From an optimization exercise on the open Yosys and OpenROAD flow, aimed at small area; shortcuts taken in it are not production practice. Only simulation tests tie the RTL to the original design; equivalence was not proved. Power and IR drop assume default switching activity.

`standard.sh`:
```
#!/bin/bash
# synth_recipe.tcl (not shown) runs the flow's synth.tcl, then flattens the netlist and writes it again
# the make line also repeats each setting of config.mk as NAME=value (left out here)
make -C /OpenROAD-flow-scripts/flow DESIGN_CONFIG=/design/flow/config.mk WORK_HOME=/design/flow/orfs CLKGATE_MAP_FILE= SYNTH_SCRIPT=/design/flow/synth_recipe.tcl "${@:-finish}"
```
`flow/run.sh`:
```
#!/bin/bash
# Layout flow: the standard synthesis (standard.sh synth, unchanged), then a second ABC
# mapping of the combinational logic only (flow/remap.sh; every flip-flop instance is kept
# as it is, with its name and cell), then the standard layout steps with a leaner clock tree
# (clkbuf_8 leaves over clusters of at most 20 sinks, no dummy loads), the smallest port
# buffers, and more rounds of antenna repair after detailed routing.
# Each tool's output goes to a log file of its own in this folder.
set -e
export CTS_ARGS="-sink_clustering_enable -repair_clock_nets -sink_clustering_size 20 -sink_clustering_max_diameter 55 -buf_list sky130_fd_sc_hd__clkbuf_8 -dont_use_dummy_load"
export BUFFER_PORTS_ARGS="-buffer_cell sky130_fd_sc_hd__buf_1"
export MAX_REPAIR_ANTENNAS_ITER_DRT=15
bash standard.sh synth > standard_synth.log 2>&1
bash flow/remap.sh > remap.log 2>&1
bash standard.sh > standard.log 2>&1
```
`design.v`:
```
package rid_pkg;
  localparam int unsigned SPEED_DEPTH_DEF = 10;
  localparam int unsigned ACCEL_DEPTH_DEF = 100;
  localparam int unsigned IN_DATA_W  = 80;
  localparam int unsigned OUT_DATA_W = 56;
  localparam int unsigned CMD_W      = 2;
  localparam int unsigned REG_IDX_W  = 2;
  localparam int unsigned REG_DATA_W = 32;
  localparam logic signed [15:0] SPEED_LIMIT_RST = -16'sd256;
  function automatic logic [15:0] scale(input logic [15:0] g);
    logic        s;
    logic [15:0] m;
    logic [20:0] n;
    logic [16:0] t;
    logic [2:0]  r;
    logic [3:0]  r4;
    logic [16:0] q;
    s = g[15];
    m = s ? 16'(-g) : g;
    n = (21'(m) << 5) + (21'(m) << 4) + 21'(m) + 21'd40;
    t = n[20:4];
    r = 3'd0;
    for (int i = 16; i >= 0; i--) begin
      r4 = {r, t[i]};
      if (r4 >= 4'd5) begin
        q[i] = 1'b1;
        r    = 3'(r4 - 4'd5);
      end else begin
        q[i] = 1'b0;
        r    = r4[2:0];
      end
    end
    scale = s ? 16'(-q[15:0]) : q[15:0];
  endfunction
  function automatic logic sgt16(input logic [15:0] a, input logic [15:0] b);
    logic g, e;
    g = !a[15] & b[15];
    e = !(a[15] ^ b[15]);
    for (int i = 14; i >= 0; i--) begin
      g = g | (e & a[i] & !b[i]);
      e = e & !(a[i] ^ b[i]);
    end
    sgt16 = g;
  endfunction
  function automatic logic [19:0] add20(input logic [19:0] a, input logic [19:0] b);
    logic c;
    c = 1'b0;
    for (int i = 0; i < 20; i++) begin
      add20[i] = a[i] ^ b[i] ^ c;
      c = (a[i] & b[i]) | (a[i] & c) | (b[i] & c);
    end
  endfunction
  function automatic logic [4:0] inc5(input logic [4:0] a);
    logic c;
    c = 1'b1;
    for (int i = 0; i < 5; i++) begin
      inc5[i] = a[i] ^ c;
      c = a[i] & c;
    end
  endfunction
  function automatic logic [6:0] dec7(input logic [6:0] a);
    logic b;
    b = 1'b1;
    for (int i = 0; i < 7; i++) begin
      dec7[i] = a[i] ^ b;
      b = !a[i] & b;
    end
  endfunction
  function automatic logic [3:0] dec4(input logic [3:0] a);
    logic b;
    b = 1'b1;
    for (int i = 0; i < 4; i++) begin
      dec4[i] = a[i] ^ b;
      b = !a[i] & b;
    end
  endfunction
endpackage
module rid_ram #(
  parameter int unsigned WIDTH = 32,
  parameter int unsigned DEPTH = 100
) (
  input  logic             clk_i,
  input  logic             we_i,
  input  logic             clr_i,
  input  logic [WIDTH-1:0] wdata_i,
  output logic [WIDTH-1:0] tail_o
);
  logic [WIDTH*DEPTH-1:0] ring_q;
  logic [WIDTH-1:0]       in_d;
  logic                   keep;
  assign tail_o = ring_q[WIDTH*DEPTH-1 -: WIDTH];
  assign keep   = !we_i & !clr_i;
  assign in_d   = (wdata_i & {WIDTH{we_i}}) | (tail_o & {WIDTH{keep}});
  always_ff @(posedge clk_i) begin
    ring_q <= {ring_q[WIDTH*(DEPTH-1)-1:0], in_d};
  end
endmodule
module rid_scan (
  input  logic               clk_i,
  input  logic               rst_ni,
  input  logic               first_i,    
  input  logic               upd_i,      
  input  logic               spd_i,      
  input  logic               conv_i,     
  output logic               busy_o,     
  input  logic signed [15:0] peak_thr_i,
  input  logic [15:0]        zspread_thr_i,
  input  logic [31:0]        hold_i,
  input  logic signed [15:0] limit_i,
  input  logic [31:0]        now_i,
  input  logic [31:0]        onset_i,
  output logic               cond_o,     
  output logic               late_o,     
  input  logic signed [15:0] x_i,
  input  logic signed [15:0] z_i,
  input  logic signed [15:0] v_i,
  output logic signed [19:0] sum_o,
  output logic signed [15:0] xmax_o,
  output logic [15:0]        spread_o
);
  logic signed [19:0] sum_q;
  logic signed [15:0] xmax_q, zmax_q, zmin_q;
  logic [2:0]  sel_q;        
  logic        pass_q;       
  logic [4:0]  j_q;          
  logic        s_q;          
  logic [4:0]  dl_q;         
  logic [1:0]  nc_q;         
  logic [2:0]  r_q;          
  logic        bw_q;         
  logic [1:0]  qd_q;         
  logic        qc_q;         
  logic [15:0] cur;
  logic        s, gbit, g4, g5, cbit, nbit, last, shift, rot;
  logic [1:0]  nci, nco;
  logic        fa1s, fa1c, fa2c;
  logic [2:0]  rnext;
  logic        rb, xbit, qbit;
  logic        step_t;
  assign busy_o = !sel_q[2];
  assign cur  = (sel_q[1:0] == 2'd0) ? xmax_q : ((sel_q[1:0] == 2'd1) ? zmax_q : zmin_q);
  assign s    = (j_q == 5'd0 && !pass_q) ? cur[15] : s_q;
  assign gbit = j_q[4] ? s : cur[0];
  assign step_t = j_q[4] | j_q[3] | j_q[2];                          
  assign g4   = step_t & dl_q[3];
  assign g5   = (j_q[4] | j_q[3] | (j_q[2] & (j_q[1] | j_q[0]))) & dl_q[4];   
  assign cbit = (j_q == 5'd19) | (j_q == 5'd21) | (j_q == 5'd5) |
                (s ? ((j_q[4:2] == 3'd0) & !(j_q[1] & j_q[0])) : (j_q == 5'd3));
  assign nci  = (j_q == 5'd0) ? 2'd0 : nc_q;
  assign fa1s = gbit ^ g4 ^ g5;
  assign fa1c = (gbit & g4) | (gbit & g5) | (g4 & g5);
  assign nbit = fa1s ^ cbit ^ nci[0];
  assign fa2c = (fa1s & cbit) | (fa1s & nci[0]) | (cbit & nci[0]);
  assign nco  = {(fa1c & fa2c) | (fa1c & nci[1]) | (fa2c & nci[1]), fa1c ^ fa2c ^ nci[1]};
  always_comb begin
    rnext = r_q;
    if (nbit) begin
      case ({j_q[1:0], r_q})
        5'b00_000: rnext = 3'd1;
        5'b00_001: rnext = 3'd2;
        5'b00_010: rnext = 3'd3;
        5'b00_011: rnext = 3'd4;
        5'b00_100: rnext = 3'd0;
        5'b01_000: rnext = 3'd2;
        5'b01_001: rnext = 3'd3;
        5'b01_010: rnext = 3'd4;
        5'b01_011: rnext = 3'd0;
        5'b01_100: rnext = 3'd1;
        5'b10_000: rnext = 3'd4;
        5'b10_001: rnext = 3'd0;
        5'b10_010: rnext = 3'd1;
        5'b10_011: rnext = 3'd2;
        5'b10_100: rnext = 3'd3;
        5'b11_000: rnext = 3'd3;
        5'b11_001: rnext = 3'd4;
        5'b11_010: rnext = 3'd0;
        5'b11_011: rnext = 3'd1;
        5'b11_100: rnext = 3'd2;
        default:   rnext = 3'bxxx;
      endcase
    end
  end
  assign rb   = (j_q == 5'd4) ? r_q[0] : ((j_q == 5'd5) ? r_q[1] : ((j_q == 5'd6) ? r_q[2] : 1'b0));
  assign xbit = nbit ^ rb ^ bw_q;
  assign qbit = xbit ^ qd_q[1] ^ qc_q;
  assign dec   = (sel_q == 3'd3);
  assign last  = dec ? (j_q == 5'd31) : (pass_q ? (j_q == 5'd19) : (j_q == 5'd22));
  assign rot   = !pass_q & !j_q[4];
  assign shift = (sel_q[2:1] == 2'b00 || sel_q == 3'd2) & (pass_q | rot);
  always_ff @(posedge clk_i or negedge rst_ni) begin
    if (!rst_ni) begin
      sel_q <= 3'd4;
    end else if (conv_i) begin
      sel_q <= 3'd0;
    end else if (!sel_q[2] && last) begin
      if (dec) sel_q <= 3'd4;
      else if (pass_q) sel_q <= {1'b0, sel_q[1] ^ sel_q[0], !sel_q[0]};
    end
  end
  always_ff @(posedge clk_i) begin
    if (conv_i) begin
      pass_q <= 1'b0;
      j_q    <= '0;
    end else if (!sel_q[2]) begin
      j_q <= last ? 5'd0 : rid_pkg::inc5(j_q);
      if (last && !dec) pass_q <= !pass_q;
    end
  end
  always_ff @(posedge clk_i) begin
    if (j_q == 5'd0 && !pass_q) s_q <= cur[15];
    dl_q <= {dl_q[3:0], gbit};
    nc_q <= nco;
    if (j_q == 5'd0) begin
      if (!pass_q) r_q <= 3'd0;
      bw_q <= 1'b0;
      qd_q <= 2'd0;
      qc_q <= 1'b0;
    end
    if (step_t) begin
      if (!pass_q) r_q <= rnext;
      bw_q <= (!nbit & (rb | bw_q)) | (rb & bw_q);
      qd_q <= {qd_q[0], qbit};
      qc_q <= (qbit & qd_q[1]) | (qbit & qc_q) | (qd_q[1] & qc_q);
    end
  end
  always_ff @(posedge clk_i) begin
    if (first_i) begin
      sum_q  <= 20'(v_i);
      xmax_q <= x_i;
      zmax_q <= z_i;
      zmin_q <= z_i;
    end else if (upd_i) begin
      if (spd_i) sum_q <= rid_pkg::add20(sum_q, 20'(v_i));
      if (rid_pkg::sgt16(x_i, xmax_q)) xmax_q <= x_i;
      if (rid_pkg::sgt16(z_i, zmax_q)) zmax_q <= z_i;
      if (rid_pkg::sgt16(zmin_q, z_i)) zmin_q <= z_i;
    end else if (shift) begin
      case (sel_q[1:0])
        2'd0:    xmax_q <= {pass_q ? (qbit ^ (j_q == 5'd19)) : cur[0], xmax_q[15:1]};
        2'd1:    zmax_q <= {pass_q ? (qbit ^ (j_q == 5'd19)) : cur[0], zmax_q[15:1]};
        default: zmin_q <= {pass_q ? (qbit ^ (j_q == 5'd19)) : cur[0], zmin_q[15:1]};
      endcase
    end else if (dec && !j_q[4]) begin
      xmax_q <= {xmax_q[0], xmax_q[15:1]};
      zmax_q <= {dbit, zmax_q[15:1]};
      zmin_q <= {zmin_q[0], zmin_q[15:1]};
    end
  end
  logic        dec;
  logic        bz_q, gz_q, gx_q, lc_q, gs_q, be_q, ge_q;
  logic [2:0]  ld_q;          
  logic        sum20;
  logic        dbit, thr_z, thr_x, lbit, l10, sbit, nbit2, obit, hbit, ebit;
  function automatic logic gt_step(input logic a, input logic b, input logic gt,
                                   input logic sgn);
    gt_step = sgn ? ((!a & b) | (gt & (a == b))) : ((a & !b) | (gt & (a == b)));
  endfunction
  assign dbit  = zmax_q[0] ^ zmin_q[0] ^ bz_q;
  assign thr_z = zspread_thr_i[j_q[3:0]];
  assign thr_x = peak_thr_i[j_q[3:0]];
  assign lbit  = j_q[4] ? limit_i[15] : limit_i[j_q[3:0]];
  assign l10   = ld_q[0] ^ ld_q[2] ^ lc_q;
  assign sum20 = j_q[4] & (j_q[3] | j_q[2]);                           
  assign sbit  = sum20 ? sum_q[19] : sum_q[j_q];
  assign nbit2 = now_i[j_q];
  assign obit  = onset_i[j_q];
  assign hbit  = hold_i[j_q];
  assign ebit  = nbit2 ^ obit ^ be_q;
  always_ff @(posedge clk_i) begin
    if (conv_i) begin
      bz_q <= 1'b0;
      gz_q <= 1'b0;
      gx_q <= 1'b0;
      lc_q <= 1'b0;
      gs_q <= 1'b0;
      be_q <= 1'b0;
      ge_q <= 1'b0;
      ld_q <= 3'd0;
    end else if (dec) begin
      if (!j_q[4]) begin
        bz_q <= (!zmax_q[0] & (zmin_q[0] | bz_q)) | (zmin_q[0] & bz_q);
        gz_q <= gt_step(dbit, thr_z, gz_q, 1'b0);
        gx_q <= gt_step(xmax_q[0], thr_x, gx_q, j_q == 5'd15);
      end
      ld_q <= {ld_q[1:0], lbit};
      lc_q <= (ld_q[0] & ld_q[2]) | (ld_q[0] & lc_q) | (ld_q[2] & lc_q);
      if (!sum20) gs_q <= gt_step(sbit, l10, gs_q, j_q == 5'd19);
      be_q <= (!nbit2 & (obit | be_q)) | (obit & be_q);
      ge_q <= gt_step(ebit, hbit, ge_q, 1'b0);
    end
  end
  assign cond_o = sum_q[19] & gs_q & gx_q & gz_q;
  assign late_o = ge_q;
  assign sum_o  = sum_q;
  assign xmax_o = xmax_q;
  assign spread_o = zmax_q;
endmodule
module reverse_impact_detector_unit #(
  parameter int unsigned SPEED_DEPTH = rid_pkg::SPEED_DEPTH_DEF,
  parameter int unsigned ACCEL_DEPTH = rid_pkg::ACCEL_DEPTH_DEF
) (
  input  logic                            clk_i,
  input  logic                            rst_ni,
  input  logic                            s_axis_tvalid,
  output logic                            s_axis_tready,
  input  logic [rid_pkg::IN_DATA_W-1:0]   s_axis_tdata,
  input  logic [rid_pkg::CMD_W-1:0]       s_axis_tuser,
  output logic                            m_axis_tvalid,
  input  logic                            m_axis_tready,
  output logic [rid_pkg::OUT_DATA_W-1:0]  m_axis_tdata,
  input  logic                            cfg_we_i,
  input  logic [rid_pkg::REG_IDX_W-1:0]   cfg_idx_i,
  input  logic [rid_pkg::REG_DATA_W-1:0]  cfg_data_i
);
  localparam int unsigned AW = $clog2(ACCEL_DEPTH);
  localparam int unsigned SW = $clog2(SPEED_DEPTH);
  typedef enum logic [2:0] {
    ST_IDLE,
    ST_SCAN,
    ST_CONV,
    ST_DONE
  } state_e;
  logic signed [15:0] peak_thr_q;
  logic [15:0]        zspread_thr_q;
  logic [31:0]        hold_q;
  logic signed [15:0] limit_q;
  state_e             state_q, state_d;
  logic               clr_q;
  logic [AW-1:0]      da_q;
  logic [SW-1:0]      dv_q;
  logic               detected_q;
  logic [31:0]        onset_q;
  logic               m_valid_q;
  logic               busy;
  logic               jr;
  logic [31:0]        wdata;
  logic               s_acc, a_wr, v_wr, start, take;
  logic [1:0]         cmd;
  logic [31:0]        a_tail;
  logic [15:0]        v_tail;
  logic signed [19:0] sum;
  logic signed [15:0] xmax;
  logic [15:0]        spread;
  logic               cond, late;
  logic [31:0]        now;
  assign cmd   = s_axis_tuser;
  assign s_acc = s_axis_tvalid & s_axis_tready;
  assign a_wr  = s_acc & (cmd == 2'd1);
  assign v_wr  = s_acc & (cmd == 2'd0);
  assign start = (state_q == ST_IDLE) & !clr_q & s_axis_tvalid & (cmd == 2'd2) &
                 !m_valid_q & (da_q == '0);
  assign take  = (state_q == ST_DONE);
  always_comb begin
    s_axis_tready = 1'b0;
    if (state_q == ST_DONE) begin
      s_axis_tready = 1'b1;
    end else if (state_q == ST_IDLE && !clr_q) begin
      case (cmd)
        2'd0:    s_axis_tready = (dv_q == '0);
        2'd1:    s_axis_tready = (da_q == '0);
        2'd2:    s_axis_tready = 1'b0;
        default: s_axis_tready = 1'b1;
      endcase
    end
  end
  always_comb begin
    state_d = state_q;
    case (state_q)
      ST_IDLE: if (start) state_d = ST_SCAN;
      ST_SCAN: if (da_q == AW'(1)) state_d = ST_CONV;
      ST_CONV: if (!busy) state_d = ST_DONE;
      default: state_d = ST_IDLE;
    endcase
  end
  always_ff @(posedge clk_i or negedge rst_ni) begin
    if (!rst_ni) begin
      state_q <= ST_IDLE;
      clr_q   <= 1'b1;
      da_q    <= '0;
      dv_q    <= '0;
    end else begin
      state_q <= state_d;
      if (da_q == AW'(1)) clr_q <= 1'b0;
      if (!a_wr) da_q <= (da_q == '0) ? AW'(ACCEL_DEPTH - 1) : rid_pkg::dec7(da_q);
      if (!v_wr) dv_q <= (dv_q == '0) ? SW'(SPEED_DEPTH - 1) : rid_pkg::dec4(dv_q);
    end
  end
  assign jr    = !rst_ni | (clr_q & (da_q == '0) & !cfg_we_i);
  assign wdata = jr ? '0 : cfg_data_i;
  always_ff @(posedge clk_i) begin
    if (jr || (cfg_we_i && cfg_idx_i == 2'd0)) peak_thr_q    <= wdata[15:0];
    if (jr || (cfg_we_i && cfg_idx_i == 2'd1)) zspread_thr_q <= wdata[15:0];
    if (jr || (cfg_we_i && cfg_idx_i == 2'd2)) hold_q        <= wdata;
    if (jr || (cfg_we_i && cfg_idx_i == 2'd3)) limit_q       <= {wdata[15:8] | {8{jr}}, wdata[7:0]};
  end
  rid_ram #(.WIDTH(32), .DEPTH(ACCEL_DEPTH)) u_accel (
    .clk_i   (clk_i),
    .we_i    (a_wr),
    .clr_i   (clr_q),
    .wdata_i (s_axis_tdata[47:16]),
    .tail_o  (a_tail)
  );
  rid_ram #(.WIDTH(16), .DEPTH(SPEED_DEPTH)) u_speed (
    .clk_i   (clk_i),
    .we_i    (v_wr),
    .clr_i   (clr_q),
    .wdata_i (s_axis_tdata[15:0]),
    .tail_o  (v_tail)
  );
  rid_scan u_scan (
    .clk_i   (clk_i),
    .rst_ni  (rst_ni),
    .first_i (start),
    .upd_i   (state_q == ST_SCAN),
    .spd_i   (da_q[6] & (da_q[5] | (da_q[4] & da_q[3] & (da_q[2] | (da_q[1] & da_q[0]))))),
    .conv_i  ((state_q == ST_SCAN) && (da_q == AW'(1))),
    .busy_o  (busy),
    .x_i     (a_tail[15:0]),
    .z_i     (a_tail[31:16]),
    .v_i     (v_tail),
    .peak_thr_i    (peak_thr_q),
    .zspread_thr_i (zspread_thr_q),
    .hold_i        (hold_q),
    .limit_i       (limit_q),
    .now_i         (now),
    .onset_i       (onset_q),
    .cond_o        (cond),
    .late_o        (late),
    .sum_o   (sum),
    .xmax_o  (xmax),
    .spread_o (spread)
  );
  assign now     = s_axis_tdata[79:48];
  always_ff @(posedge clk_i or negedge rst_ni) begin
    if (!rst_ni) begin
      detected_q <= 1'b0;
      m_valid_q  <= 1'b0;
    end else begin
      if (take) begin
        if (cond) begin
          if (!detected_q) detected_q <= 1'b1;
        end else if (detected_q && late) begin
          detected_q <= 1'b0;
        end
        m_valid_q <= 1'b1;
      end else if (m_axis_tready) begin
        m_valid_q  <= 1'b0;
      end
    end
  end
  always_ff @(posedge clk_i) begin
    if (take && cond && !detected_q) onset_q <= now;
  end
  assign m_axis_tvalid = m_valid_q;
  assign m_axis_tdata  = {3'b000, sum, spread, xmax, detected_q};
endmodule
```
`constraint.sdc`:
```
create_clock -name core_clock -period 10.0 [get_ports {clk_i}]
set_input_delay 2.0000 -clock core_clock [delete_from_list [all_inputs] [get_ports {clk_i}]]
set_output_delay 2.0000 -clock core_clock [all_outputs]
set_load 0.01 [all_outputs]
```
`config.mk`:
```
export PLATFORM = sky130hd
export DESIGN_NAME = reverse_impact_detector_unit
export DESIGN_NICKNAME = reverse_impact_detector_unit
export VERILOG_FILES = /design/flow/design.v
export SDC_FILE = /design/flow/constraint.sdc
export NUM_CORES = 4
export LEC_CHECK = 0
export ABC_AREA = 1
export CAP_MARGIN = 20
export CORE_MARGIN = 2
export CORE_UTILIZATION = 70
export PLACE_DENSITY = 0.78
export SLEW_MARGIN = 20
```
`flow/remap.sh`:
```
#!/bin/bash
# Re-map the combinational logic of the standard synthesis netlist with ABC for area.
# Flip-flops and tie cells are black boxes, so every register keeps its instance name and
# cell; ports keep their names; internal nets are renamed.
set -euo pipefail
R=$(pwd)/orfs/results/sky130hd/reverse_impact_detector_unit/base
LIB=$FLOW_HOME/platforms/sky130hd/lib/sky130_fd_sc_hd__tt_025C_1v80.lib
DU=""
for c in $(sed -n '/^export DONT_USE_CELLS/,/^#/p' $FLOW_HOME/platforms/sky130hd/config.mk | grep -o 'sky130_fd_sc_hd__[a-z0-9_]*'); do
  DU="$DU -dont_use $c"
done
YOSYS=yosys
command -v yosys > /dev/null || YOSYS=$FLOW_HOME/../tools/install/yosys/bin/yosys
cp $R/1_2_yosys.v $R/1_2_yosys_standard.v
cat > remap.ys <<EOT
read_liberty -ignore_miss_func $LIB
read_verilog $R/1_2_yosys_standard.v
hierarchy -top reverse_impact_detector_unit
tee -o remap_before.txt stat -liberty $LIB
blackbox sky130_fd_sc_hd__df* sky130_fd_sc_hd__edf* sky130_fd_sc_hd__sdf* sky130_fd_sc_hd__conb_1
flatten
rename -hide w:*.*
opt_clean
techmap
opt -fast
abc -liberty $LIB $DU -script +strash;dch,-f;map,-a;strash;dch,-f;map,-a;topo;dnsize;
opt_clean -purge
splitnets
opt_clean -purge
hilomap -singleton -hicell sky130_fd_sc_hd__conb_1 HI -locell sky130_fd_sc_hd__conb_1 LO
insbuf -buf sky130_fd_sc_hd__buf_4 A X
opt_clean -purge
check
tee -o remap_after.txt stat -liberty $LIB
write_verilog -noattr -nohex -nodec $R/1_2_yosys.v
EOT
$YOSYS -s remap.ys > remap_yosys.log 2>&1
# the flip-flops must be the standard synthesis's, by instance name and cell
grep -E '^\s*sky130_fd_sc_hd__(df|edf|sdf)' $R/1_2_yosys_standard.v | awk '{print $1, $2}' | sort > remap_flops_standard.txt
grep -E '^\s*sky130_fd_sc_hd__(df|edf|sdf)' $R/1_2_yosys.v | awk '{print $1, $2}' | sort > remap_flops_new.txt
cmp remap_flops_standard.txt remap_flops_new.txt
```
==> impl_metrics.toml, run 1 <==
[cells_and_area]
fillerInstances = 6268
drive_above_1_share_pct = 4.81
final_util_pct = 75.3
syn2layout_area_growth_pct = 7.02
nets = 5171
fin_area_um2 = 84500
fin_cells = 6551

[sta]
hold_viol = 0
rsz0062_at_grt = "no"
fin_crit_sh_pct = 59.2
fmax_mhz = 169
period_minus_slack_ps = 5920
final.setup.tns_ps = 0
worst_slew_pin_slew_ps = 1120
slew_headroom_pct = 25.2
setup_viol_count_final = 0
skew_ps = 92.9
maxSlewViolCount = 0

[global_route]
antenna_found_initial = 16
grt_first_pass_wirelength_um = 168000
grt-ovfl-total = 0
grt_usage_pct = 18.6
grt_max_degree = 44
grt_pass1_vias = 31700

[setup_path]
rrSetupSlack_ps = 4080
crit_arrival_ps = 6480
path_max_fanout = 3
cp_common_cell = "nor2_1"
required_ps = 10560
crit_slowest_cell = "dfxtp_1"
endpoint_kind = "flop"
crit_path_start_kind = "flop"
crit_type = "reg2reg"
critPathMaxStageDelay_ps = 390

[floorplanning]
die-area_um2 = 116000
ios = 179
die_x_um = 340
placement_rows = 123
design.core.area_um2 = 112000
die-height_um = 340
start_util_pct = 70.4

[route]
wirelength_um = 105000
routed_via_density = 4.74
wl_per_cell_um = 16.0
drt_iter0_markers = 1848
vias = 31100
firstDrtPassIters = 5
ant_nets = 0
drc_errors = 0

[clocking]
cts_root_buf = "clkbuf_8"
cts_setup_buffers = 0
cts-htree-levels = 4
ctsResizeCount = 0
clk_pin_slew_ps = 110
clk_latency_ps = 900
numCtsBuffers = 203
cts_buffer_depth = 3
cts-hold-fix-buffers = 0
clkSinkCount = 3590
tritoncts = "yes"

[yosys]
synth.avg_cell_area_um2 = 17.0
yosysWarnings = 4
syn_area_um2 = 79000
syn-instance-count = 4653

[placement]
gp_congestion = 0.821
post-dp-hpwl_um = 62900
placed_area_um2 = 81700
placed_cells = 6345
io_buffers = 175

[power_and_ir_drop]
p_int_mw = 17.3
peakVddDrop_uv = 165
clkPwrFrac_pct = 24.7
p_per_area_nw_per_um2 = 267
p_leak_nw = 33.0
pwr-share-seq_pct = 67.4
sw_frac_of_total_pct = 23.3
p_switching_mw = 5.26
power_frac_comb_pct = 7.9

[hold_path]
holdCritPathClass = "reg2reg"

[flow_run]
max_cap_violations = 0

[run_status]
status = "timing/DRC/antenna clean"
-- cells in the final DEF, fill, tap and decap left out, types with 2 or more instances in the layout --
cell / instances
edfxtp_1: 187
o221ai_1: 5
o211ai_1: 7
nor2_1: 143
o31ai_1: 4
conb_1: 3
nand3_1: 19
a32oi_1: 2
a22oi_1: 84
buf_4: 19
o311ai_0: 2
clkbuf_8: 203
diode_2: 3
clkinv_1: 212
nor2_2: 4
a21boi_0: 2
dfxtp_1: 3384
dfrtp_1: 17
nor3_1: 21
or2_2: 6
a211oi_1: 2
nor3_2: 3
dfstp_2: 2
nor4_1: 6
buf_1: 175
o32ai_1: 2
xor2_1: 28
a221oi_1: 5
o21ai_1: 3
nand2_1: 215
o22ai_1: 30
o21ai_0: 146
or4_1: 2
a21oi_1: 88
nand4_1: 2
-- power groups by stage --
stage               Sequential, mW  Clock [mW]  Combinational (mW)
floorplan                     15.5           0                1.10
global placement              15.5           0                1.71
detailed placement            15.6           0                1.76
CTS                           15.2        5.75                1.77
global route                  15.3        6.24                1.97
finish                        15.2        5.57                1.78
-- per-layer routing --
metal	track usage [%]	up-vias	wire, um	part of all wire [%]
met5	0	-	105	0.10
met2	27.2	705	44200	42
met3	4.27	242	5960	5.7
met1	27.5	14700	51600	49
li1	-	15500	-	-
met4	7.13	16	3150	3.0
-- stage by stage --
| step | worst slack (ps) | total power, mW | hold WS [ps] |
|---|---|---|---|
| final | 4080 | 22.6 | 287 |
| after global routing | 3230 | 23.5 | 283 |
| after CTS | 4140 | 22.8 | 273 |
| after detailed placement | 4120 | 17.3 | 312 |
| after floorplan | 3480 | 16.6 | 310 |
| after global placement | 4370 | 17.2 | 309 |
-- worst paths after layout --
kind / from / endpoint / cells past startpoint
worst max-delay path: u_speed.ring_q[144]$_DFF_P_ / u_scan.sum_q[19]$_DFFE_PP_ / 44
worst min register to register: u_accel.ring_q[2292]$_DFF_P_ / u_accel.ring_q[2324]$_DFF_P_ / 0
min in group asynchronous: rst_ni / u_scan.sel_q[1]$_DFFE_PN0P_ / 2
worst max register to register: u_speed.ring_q[144]$_DFF_P_ / u_scan.sum_q[19]$_DFFE_PP_ / 44
worst min-delay path: u_accel.ring_q[2292]$_DFF_P_ / u_accel.ring_q[2324]$_DFF_P_ / 0
max in group asynchronous: rst_ni / u_scan.sel_q[2]$_DFFE_PN1P_ / 2
-- layout make-up --
| class | count | area (um2) | area share, % |
|---|---|---|---|
| Tap cell | 1500 | 1880 | 2.22 |
| Inverter | 212 | 796 | 0.942 |
| Antenna cell | 3 | 7.51 | 0.00888 |
| Clock buffer | 203 | 2790 | 3.31 |
| Sequential cell | 3590 | 73800 | 87.4 |
| Timing Repair Buffer | 194 | 800 | 0.946 |
| Multi-Input combinational cell | 849 | 4390 | 5.19 |
-- sequential cells by signal (all words and copies together) (netlist names), 4 cells and up --
name	count
u_scan.j_q	5
zspread_thr_q	16
onset_q	32
u_scan.dl_q	5
u_scan.xmax_q	16
u_scan.zmax_q	16
u_speed.ring_q	160
peak_thr_q	16
da_q	7
u_scan.sum_q	20
dv_q	4
u_scan.zmin_q	16
hold_q	32
limit_q	16
u_accel.ring_q	3200
-- critical path, delay by kind of cell, from the launching register on --
| family | cells | cell delay (ps) |
|---|---|---|
| buf+inv | 6 | 600 |
| flops | 1 | 390 |
| simple gates | 23 | 2720 |
| compound gates | 14 | 1780 |
| xor+xnor | 1 | 160 |
==> inputs of run 2 (changes only) <==
==> flow/run.sh (replaced) <==
#!/bin/bash
# Layout flow: the standard synthesis (standard.sh synth, unchanged), then a second ABC
# mapping of the combinational logic only (flow/remap.sh; every flip-flop instance is kept
# as it is, with its name and cell), then the standard layout steps with a leaner clock tree
# (clkbuf_8 leaves over clusters of at most 21 sinks, no dummy loads), the smallest port
# buffers, and more rounds of antenna repair after detailed routing.
# Each tool's output goes to a log file of its own in this folder.
set -e
export CTS_ARGS="-sink_clustering_enable -repair_clock_nets -sink_clustering_size 21 -sink_clustering_max_diameter 50 -buf_list sky130_fd_sc_hd__clkbuf_8 -dont_use_dummy_load"
export BUFFER_PORTS_ARGS="-buffer_cell sky130_fd_sc_hd__buf_1"
export MAX_REPAIR_ANTENNAS_ITER_DRT=15
bash standard.sh synth > standard_synth.log 2>&1
bash flow/remap.sh > remap.log 2>&1
bash standard.sh > standard.log 2>&1
==> impl_metrics.toml, run 2 <==
[clocking]
cts_root_buf = "clkbuf_8"
clk_pin_slew_ps = 110
ctsResizeCount = 0
clkSinkCount = 3590
numCtsBuffers = 198
tritoncts = "yes"
cts-hold-fix-buffers = 0
cts-htree-levels = 4
cts_setup_buffers = 0
clk_latency_ps = 890
cts_buffer_depth = 3

[sta]
setup_viol_count_final = 0
period_minus_slack_ps = 5940
maxSlewViolCount = 0
skew_ps = 102
rsz0062_at_grt = "no"
fin_crit_sh_pct = 59.4
slew_headroom_pct = 31.6
fmax_mhz = 168
final.setup.tns_ps = 0
hold_viol = 0
worst_slew_pin_slew_ps = 1030

[cells_and_area]
final_common_cell = "dfxtp_1"
syn2layout_area_growth_pct = 6.93
largest_reg_flops = 3200
nets = 5166
fin_cells = 6546
mostFrequentLayoutCells = "3384 x dfxtp_1, 215 x nand2_1, 212 x clkinv_1"
fillerInstances = 6279
drive_above_1_share_pct = 4.72
final_util_pct = 75.3
largestRegisters = "u_accel.ring_q (3200), u_speed.ring_q (160)"
largest-register = "u_accel.ring_q"

[setup_path]
crit_arrival_ps = 6520
required_ps = 10580
path_max_fanout = 3
endpoint_kind = "flop"
r2r_cells = 44
path_delay_family = "simple AND/OR/NAND/NOR gates"
reg2reg_from = "u_speed.ring_q[144]$_DFF_P_"
crit_path_start_kind = "flop"
crit_buf_inv = 6
crit_slowest_cell = "dfxtp_1"
startpoint = "u_speed.ring_q[144]$_DFF_P_"
critPathMaxStageDelay_ps = 390
crit_type = "reg2reg"
cp_common_cell = "nor2_1"
cp_num_cells = 44

[placement]
post-dp-hpwl_um = 62900
io_buffers = 175
gp_congestion = 0.821
placed_cells = 6345

[flow_run]
max_cap_violations = 0

[floorplanning]
die-height_um = 340
placement_rows = 123
die_x_um = 340
design.core.area_um2 = 112000
die-area_um2 = 116000
ios = 179
start_util_pct = 70.4

[route]
ant_nets = 0
wirelength_um = 105000
routed_via_density = 4.73
drc_errors = 0
drt_iter0_markers = 1927
firstDrtPassIters = 6
wl_per_cell_um = 16.1
vias = 31000

[power_and_ir_drop]
p_int_mw = 17.3
pwr-share-seq_pct = 67.6
p_per_area_nw_per_um2 = 267
p_leak_nw = 32.9
power_frac_comb_pct = 7.9
sw_frac_of_total_pct = 23.3
p_switching_mw = 5.24
clkPwrFrac_pct = 24.5
peakVddDrop_uv = 163

[global_route]
grt_pass1_vias = 31700
grt_usage_pct = 18.7
antenna_found_initial = 16
grt_max_degree = 44
grt-ovfl-total = 0
grt_first_pass_wirelength_um = 169000

[run_status]
status = "timing/DRC/antenna clean"

[hold_path]
holdCritStartpoint = "u_accel.ring_q[1433]$_DFF_P_"
holdCritPathClass = "reg2reg"
hold_depth = 0

[yosys]
yosysWarnings = 4
syn_area_um2 = 79000
syn-instance-count = 4653
synth.avg_cell_area_um2 = 17.0
run 2: area by class of cell:
class / instances / area, um2 / share of cell area [%]
inverter: 212 / 796 / 0.943
multi-input combinational: 849 / 4390 / 5.20
timing repair buffer: 194 / 800 / 0.947
clock buffer: 198 / 2730 / 3.23
sequential: 3590 / 73800 / 87.5
antenna: 3 / 7.51 / 0.00889
tap: 1500 / 1880 / 2.22
run 2: routing by layer:
layer / up-vias / wire [um] / GRT usage [%]
met2: 681 / 44200 / 27.3
met3: 257 / 5640 / 4.10
met5: - / 101 / 0
met1: 14600 / 51600 / 27.6
met4: 16 / 3500 / 7.20
li1: 15400 / - / -
run 2: worst paths after layout:
path                                                end  slack (ps)
min in group asynchronous   u_scan.sel_q[1]$_DFFE_PN0P_        1180
min                        u_accel.ring_q[1465]$_DFF_P_         250
max                          u_scan.sum_q[19]$_DFFE_PP_        4060
min reg2reg                u_accel.ring_q[1465]$_DFF_P_         250
max in group asynchronous   u_scan.sel_q[2]$_DFFE_PN1P_        8470
max reg2reg                  u_scan.sum_q[19]$_DFFE_PP_        4060
run 2: per-stage QoR:
stage                     setup slack [ps]  hold WS (ps)  power, mW  cell area, um2
after global routing                  3240           230       23.4           84400
final                                 4060           245       22.5           84400
after CTS                             4140           245       22.7           84400
after floorplan                       3480           310       16.6           79000
after global placement                4370           309       17.2           81700
after detailed placement              4120           312       17.3           81700
run 2: worst register-to-register path, delay by kind of cell (launching register included):
| kind | cells | cell delay [ps] |
|---|---|---|
| xor gates and xnor gates | 1 | 160 |
| DFF | 1 | 390 |
| and+or+nand+nor | 23 | 2740 |
| buffers and inverters | 6 | 600 |
| AOI/OAI and AO/OA | 14 | 1790 |
run 2: power by group through the flow:
stage               logic [mW]  registers (mW)  clock network, mW
floorplan                 1.10            15.5                  0
global placement          1.71            15.5                  0
detailed placement        1.76            15.6                  0
CTS                       1.77            15.2               5.69
global route              1.97            15.3               6.19
finish                    1.78            15.2               5.52
==> inputs of run 3 (changes only) <==
--- a/design.v
+++ b/design.v
@@ -42,13 +42,15 @@
     end
     sgt16 = g;
   endfunction
-  function automatic logic [19:0] add20(input logic [19:0] a, input logic [19:0] b);
+  function automatic logic [10:0] add10(input logic [9:0] a, input logic [9:0] b,
+                                        input logic ci);
     logic c;
-    c = 1'b0;
-    for (int i = 0; i < 20; i++) begin
-      add20[i] = a[i] ^ b[i] ^ c;
+    c = ci;
+    for (int i = 0; i < 10; i++) begin
+      add10[i] = a[i] ^ b[i] ^ c;
       c = (a[i] & b[i]) | (a[i] & c) | (b[i] & c);
     end
+    add10[10] = c;
   endfunction
   function automatic logic [4:0] inc5(input logic [4:0] a);
     logic c;
@@ -119,6 +121,11 @@
   output logic [15:0]        spread_o
 );
   logic signed [19:0] sum_q;
+  logic               sc_q;
+  logic [19:0]        sum_a, sum_v;
+  logic [10:0]        sum_lo;
+  logic [10:0]        sum_hi;
+  logic               sum_ci;
   logic signed [15:0] xmax_q, zmax_q, zmin_q;
   logic [2:0]  sel_q;        
   logic        pass_q;       
@@ -223,14 +230,23 @@
       qc_q <= (qbit & qd_q[1]) | (qbit & qc_q) | (qd_q[1] & qc_q);
     end
   end
+  assign sum_a  = first_i ? 20'd0 : sum_q;
+  assign sum_v  = (first_i | spd_i) ? 20'(v_i) : 20'd0;
+  assign sum_ci = !first_i & sc_q;
+  assign sum_lo = rid_pkg::add10(sum_a[9:0], sum_v[9:0], 1'b0);
+  assign sum_hi = rid_pkg::add10(sum_a[19:10], sum_v[19:10], sum_ci);
+  always_ff @(posedge clk_i) begin
+    if (first_i || upd_i) begin
+      sum_q <= {sum_hi[9:0], sum_lo[9:0]};
+      sc_q  <= sum_lo[10];
+    end
+  end
   always_ff @(posedge clk_i) begin
     if (first_i) begin
-      sum_q  <= 20'(v_i);
       xmax_q <= x_i;
       zmax_q <= z_i;
       zmin_q <= z_i;
     end else if (upd_i) begin
-      if (spd_i) sum_q <= rid_pkg::add20(sum_q, 20'(v_i));
       if (rid_pkg::sgt16(x_i, xmax_q)) xmax_q <= x_i;
       if (rid_pkg::sgt16(z_i, zmax_q)) zmax_q <= z_i;
       if (rid_pkg::sgt16(zmin_q, z_i)) zmin_q <= z_i;
==> flow/run.sh (replaced) <==
#!/bin/bash
# Layout flow: the standard synthesis (standard.sh synth, unchanged), then a second ABC
# mapping of the combinational logic only (flow/remap.sh; every flip-flop instance is kept
# as it is, with its name and cell), then the standard layout steps with a leaner clock tree
# (clkbuf_8 leaves over clusters of at most 16 sinks, no dummy loads), the smallest port
# buffers, and more rounds of antenna repair after detailed routing.
# Each tool's output goes to a log file of its own in this folder.
set -e
export CTS_ARGS="-sink_clustering_enable -repair_clock_nets -sink_clustering_size 16 -sink_clustering_max_diameter 45 -buf_list sky130_fd_sc_hd__clkbuf_8 -dont_use_dummy_load"
export BUFFER_PORTS_ARGS="-buffer_cell sky130_fd_sc_hd__buf_1"
export MAX_REPAIR_ANTENNAS_ITER_DRT=15
bash standard.sh synth > standard_synth.log 2>&1
bash flow/remap.sh > remap.log 2>&1
bash standard.sh > standard.log 2>&1
--- a/config.mk
+++ b/config.mk
@@ -8,6 +8,6 @@
 export ABC_AREA = 1
 export CAP_MARGIN = 20
 export CORE_MARGIN = 2
-export CORE_UTILIZATION = 70
-export PLACE_DENSITY = 0.78
+export CORE_UTILIZATION = 65
+export PLACE_DENSITY = 0.72
 export SLEW_MARGIN = 20
==> impl_metrics.toml, run 3 <==
[clocking]
clkSinkCount = 3591
ctsResizeCount = 0
numCtsBuffers = 283
clk_pin_slew_ps = 100
cts_setup_buffers = 0
cts_buffer_depth = 4
cts-hold-fix-buffers = 0
cts-htree-levels = 5
tritoncts = "yes"
cts_root_buf = "clkbuf_8"
clk_latency_ps = 980

[yosys]
yosysWarnings = 4
syn_area_um2 = 79100
synth.avg_cell_area_um2 = 17.0
syn-instance-count = 4659

[cells_and_area]
final_util_pct = 71.4
drive_above_1_share_pct = 6.27
nets = 5259
fin_area_um2 = 85900
fin_cells = 6752
final_common_cell = "dfxtp_1"
mostFrequentLayoutCells = "3384 x dfxtp_1, 283 x clkbuf_8, 264 x nand2_1"
largestRegisters = "u_accel.ring_q (3200), u_speed.ring_q (160)"
fillerInstances = 7586
largest-register = "u_accel.ring_q"
largest_reg_flops = 3200
syn2layout_area_growth_pct = 8.63

[route]
routed_via_density = 4.70
vias = 31700
wl_per_cell_um = 15.7
firstDrtPassIters = 6
ant_nets = 0
drc_errors = 0
wirelength_um = 106000
drt_iter0_markers = 2320

[global_route]
grt_max_degree = 62
grt-ovfl-total = 0
antenna_found_initial = 12
grt_first_pass_wirelength_um = 168000
grt_pass1_vias = 30900
grt_usage_pct = 17.3

[sta]
rsz0062_at_grt = "no"
fmax_mhz = 166
slew_headroom_pct = 29.5
worst_slew_pin_slew_ps = 1060
hold_viol = 0
final.setup.tns_ps = 0
period_minus_slack_ps = 6030
maxSlewViolCount = 0
skew_ps = 65.2
fin_crit_sh_pct = 60.3
setup_viol_count_final = 0

[setup_path]
crit_buf_inv = 8
crit_slowest_cell = "nor2_1"
path_max_fanout = 9
crit_type = "reg2reg"
critPathMaxStageDelay_ps = 590
crit_path_start_kind = "flop"
required_ps = 10690
path_delay_family = "simple AND/OR/NAND/NOR gates"
crit_arrival_ps = 6720
endpoint_kind = "flop"
cp_common_cell = "clkinv_1"

[floorplanning]
die_x_um = 353
start_util_pct = 65.7
die-area_um2 = 124000
design.core.area_um2 = 120000
placement_rows = 127
die-height_um = 353
ios = 179

[power_and_ir_drop]
power_mw = 21.0
p_leak_nw = 33.5
p_per_area_nw_per_um2 = 244
peakVddDrop_uv = 167

[placement]
io_buffers = 175
gp_congestion = 0.859
placed_area_um2 = 82000
placed_cells = 6464
post-dp-hpwl_um = 62400

[flow_run]
max_cap_violations = 0

[hold_path]
holdCritPathClass = "reg2reg"

[run_status]
status = "timing/DRC/antenna clean"
==> run 3: area by class of cell <==
class                   instances  area, um2  share of cell area (%)
well taps                    1612       2020                    2.35
multi-input cells             861       4530                    5.28
diodes                          4       10.0                  0.0117
clock buffers                 283       3890                    4.53
flip-flops and latches       3591      73900                    86.0
repair buffers                196        818                   0.952
inverters                     205        771                   0.897
==> run 3: metal layers <==
metal,vias up,share of wire [%],track usage [%]
met5,-,0.026,0
met4,4,3.4,7.28
met3,301,7.6,5.09
met2,852,40,23.4
met1,14900,49,26.1
li1,15700,-,-
==> run 3: stage by stage <==
stage,hold WS [ps],worst slack (ps)
finish,273,3970
global route,287,3410
CTS,275,3980
detailed placement,312,3390
global placement,310,3550
floorplan,310,3480
==> run 3: worst reg2reg max path, cell delays in order, from the launching register on <==
cell       delay, ps
dfxtp_1          360
nor2_1           330
clkinv_1         420
nor2_1           590
clkinv_1         410
nor2_1           190
clkinv_1         150
nor2_1           120
clkinv_1          80
o21ai_0          330
clkinv_1         140
o21ai_0          340
xor2_1           190
clkinv_1         110
xor2_1           210
clkinv_1         110
or2_2            290
nand2_1           80
xor2_1            70
or2_2            290
nand2_1           70
xor2_1           160
clkinv_1         110
a21oi_1          120
o21ai_0           90
o2111ai_1        150
o21a_1           180
o21ai_0           90
==> run 3: path summary, 6_finish.rpt <==
kind / cells past startpoint / from / slack [ps] / end
min in group asynchronous: 2 / rst_ni / 1010 / m_valid_q$_DFFE_PN0P_
max reg2reg: 27 / u_scan.j_q[3]$_SDFFE_PP0N_ / 3970 / u_scan.zmin_q[15]$_DFFE_PP_
min reg2reg: 0 / u_speed.ring_q[142]$_DFF_P_ / 270 / u_speed.ring_q[158]$_DFF_P_
min: 0 / u_speed.ring_q[142]$_DFF_P_ / 270 / u_speed.ring_q[158]$_DFF_P_
max in group asynchronous: 2 / rst_ni / 8650 / u_scan.sel_q[2]$_DFFE_PN1P_
max: 27 / u_scan.j_q[3]$_SDFFE_PP0N_ / 3970 / u_scan.zmin_q[15]$_DFFE_PP_
==> run 3: power breakdown <==
part           internal (mW)  switching (mW)  total, mW
sequential              14.4         0.00676       14.4
combinational         0.0230          0.0441     0.0671
clock                   2.55            3.94       6.48
==> inputs of run 4 (changes only) <==
==> flow/run.sh (replaced) <==
#!/bin/bash
# Layout flow: the standard synthesis (standard.sh synth, unchanged), then a second ABC
# mapping of the combinational logic only (flow/remap.sh; every flip-flop instance is kept
# as it is, with its name and cell), then the standard layout steps with a leaner clock tree
# (clkbuf_8 leaves over clusters of at most 18 sinks, no dummy loads), the smallest port
# buffers, and more rounds of antenna repair after detailed routing.
# Each tool's output goes to a log file of its own in this folder.
set -e
export CTS_ARGS="-sink_clustering_enable -repair_clock_nets -sink_clustering_size 18 -sink_clustering_max_diameter 50 -buf_list sky130_fd_sc_hd__clkbuf_8 -dont_use_dummy_load"
export BUFFER_PORTS_ARGS="-buffer_cell sky130_fd_sc_hd__buf_1"
export MAX_REPAIR_ANTENNAS_ITER_DRT=15
bash standard.sh synth > standard_synth.log 2>&1
bash flow/remap.sh > remap.log 2>&1
bash standard.sh > standard.log 2>&1
--- a/config.mk
+++ b/config.mk
@@ -8,6 +8,6 @@
 export ABC_AREA = 1
 export CAP_MARGIN = 20
 export CORE_MARGIN = 2
-export CORE_UTILIZATION = 65
-export PLACE_DENSITY = 0.72
+export CORE_UTILIZATION = 70
+export PLACE_DENSITY = 0.78
 export SLEW_MARGIN = 20
==> impl_metrics.toml, run 4 <==
[run_status]
status = "timing/DRC/antenna clean"

[floorplanning]
design.core.area_um2 = 112000
die-area_um2 = 116000
die-height_um = 340
placement_rows = 123
ios = 179
die_x_um = 340
start_util_pct = 70.4

[route]
drc_errors = 0
drt_iter0_markers = 2157
vias = 31600
routed_via_density = 4.80
wl_per_cell_um = 17.6
wirelength_um = 116000
ant_nets = 0
firstDrtPassIters = 5

[sta]
worst_slew_pin_slew_ps = 1070
rsz0062_at_grt = "no"
period_minus_slack_ps = 6210
hold_viol = 0
setup_viol_count_final = 0
slew_headroom_pct = 28.8
maxSlewViolCount = 0
fin_crit_sh_pct = 62.1
final.setup.tns_ps = 0
fmax_mhz = 161
skew_ps = 93.9
holdWs_ps = 269

[setup_path]
cp_common_cell = "clkinv_1"
r2r_cells = 27
endpoint = "u_scan.zmin_q[15]$_DFFE_PP_"
path_delay_family = "simple AND/OR/NAND/NOR gates"
critPathMaxStageDelay_ps = 590
crit_slowest_cell = "nor2_1"
cp_num_cells = 27
crit_arrival_ps = 6780
crit_type = "reg2reg"
rrSetupSlack_ps = 3790
crit_buf_inv = 8
worstReg2RegEnd = "u_scan.zmin_q[15]$_DFFE_PP_"
path_max_fanout = 9
startpoint = "u_scan.j_q[2]$_SDFFE_PP0N_"
required_ps = 10570
reg2reg_from = "u_scan.j_q[2]$_SDFFE_PP0N_"
crit_path_start_kind = "flop"
endpoint_kind = "flop"

[cells_and_area]
fillerInstances = 6156
nets = 5199
largest-register = "u_accel.ring_q"
final_common_cell = "dfxtp_1"
drive_above_1_share_pct = 5.18
mostFrequentLayoutCells = "3384 x dfxtp_1, 264 x nand2_1, 224 x clkbuf_8"
syn2layout_area_growth_pct = 7.41
largestRegisters = "u_accel.ring_q (3200), u_speed.ring_q (160)"
largest_reg_flops = 3200

[global_route]
grt_usage_pct = 20.5
grt_first_pass_wirelength_um = 182000
grt_pass1_vias = 32400
antenna_found_initial = 8
grt_max_degree = 62
grt-ovfl-total = 0

[clocking]
clkSinkCount = 3591
numCtsBuffers = 224
cts-hold-fix-buffers = 0
cts-htree-levels = 4
clk_pin_slew_ps = 110
clk_latency_ps = 920
cts_buffer_depth = 3
tritoncts = "yes"
cts_setup_buffers = 0
ctsResizeCount = 0
cts_root_buf = "clkbuf_8"

[yosys]
synth.avg_cell_area_um2 = 17.0
syn-instance-count = 4659
syn_area_um2 = 79100
yosysWarnings = 4

[power_and_ir_drop]
p_per_area_nw_per_um2 = 240
p_leak_nw = 33.1
peakVddDrop_uv = 149

[hold_path]
holdCritPathClass = "reg2reg"

[placement]
post-dp-hpwl_um = 70000
io_buffers = 175
gp_congestion = 0.856

[flow_run]
max_cap_violations = 0
-- run 4: worst reg2reg max path, stage by stage (launching register included) --
cell and delay [ps]:
dfxtp_1 370, nor2_1 430, clkinv_1 510, nor2_1 590
clkinv_1 390, nor2_1 180, clkinv_1 130, nor2_1 110
clkinv_1 80, o21ai_0 320, clkinv_1 140, o21ai_0 350
xor2_1 190, clkinv_1 110, xor2_1 200, clkinv_1 100
or2_2 290, nand2_1 70, xor2_1 70, or2_2 280
nand2_1 70, xor2_1 150, clkinv_1 110, a21oi_1 130
o21ai_0 100, o2111ai_1 150, o21a_1 190, o21ai_0 110
-- run 4: area by class of cell --
| type | instances | area (um2) | share of cell area (%) |
|---|---|---|---|
| sequential | 3591 | 73900 | 87.0 |
| antenna | 1 | 2.50 | 0.00295 |
| multi-input combinational | 861 | 4530 | 5.34 |
| timing repair buffer | 195 | 807 | 0.950 |
| clock buffer | 224 | 3080 | 3.63 |
| inverter | 205 | 771 | 0.907 |
| tap | 1500 | 1880 | 2.21 |
-- run 4: worst min-delay path by stage --
stage / cells after the start / slack [ps] / startpoint / end
2_1_floorplan: 0 / 310 / u_accel.ring_q[968]$_DFF_P_ / u_accel.ring_q[1000]$_DFF_P_
3_3_place_gp: 0 / 310 / u_speed.ring_q[1]$_DFF_P_ / u_speed.ring_q[17]$_DFF_P_
3_5_place_dp: 0 / 310 / u_accel.ring_q[1141]$_DFF_P_ / u_accel.ring_q[1173]$_DFF_P_
4_1_cts: 0 / 270 / u_accel.ring_q[3149]$_DFF_P_ / u_accel.ring_q[3181]$_DFF_P_
5_1_grt: 0 / 290 / u_accel.ring_q[3149]$_DFF_P_ / u_accel.ring_q[3181]$_DFF_P_
6_report: 0 / 270 / u_accel.ring_q[3149]$_DFF_P_ / u_accel.ring_q[3181]$_DFF_P_
-- run 4: through the flow --
stage	setup slack, ps	util, %	total power, mW	area (um2)	instances
6_report	3790	75.6	20.3	84900	6577
5_1_grt	3220	75.6	21.0	84900	6577
3_3_place_gp	3540	72.9	14.8	81900	6352
3_5_place_dp	3460	72.9	14.8	81900	6352
4_1_cts	3840	75.6	20.5	84900	6576
2_1_floorplan	3480	-	14.8	79100	4661
-- run 4: layer usage --
layer	GRT usage (%)	wire (um)	up-vias
met5	0	0	-
met4	6.73	2930	0
met3	4.88	8120	231
met2	30.7	50800	905
met1	29.9	54000	14900
li1	-	-	15500
-- run 4: power breakdown --
group	leakage, nW	internal, mW	switching (mW)
clock network	1.61	2.01	3.83
registers	29.4	14.4	0.00635
logic	2.14	0.0227	0.0462
total	33.1	16.5	3.89

[re-timing with driven ports]
The flow's constraints put no driver on any port. The routed layouts listed below were extracted and timed again, unchanged, in two steps.
Step 1: set_driving_cell puts a clkbuf_16 on clk_i and a buf_2 on each other input, an assumption about the parent block.
Step 2 also shifts input and output timing later by t, the mid clock arrival at the registers, as if the neighbouring blocks saw the same clock.
Slacks: ideal ports / drivers / drivers and shift; pairs: ideal ports / drivers.
run | t (ns) | setup WS [ns] | worst setup path after step 2 | pins driven straight from the clock port
run 1 | 0.919 | 4.079 / 4.079 / 4.079 | register to register | 1
run 2 | 0.899 | 4.058 / 4.058 / 4.058 | register to register | 1
run 3 | 1.012 | 3.969 / 3.969 / 3.297 | input to register | 1
run 4 | 0.942 | 3.794 / 3.794 / 3.365 | input to register | 1
After both steps every run listed still meets setup and hold. The setup slack of run 3, which loses most, moves by 0.000 ns with the drivers and by -0.672 ns with both steps.
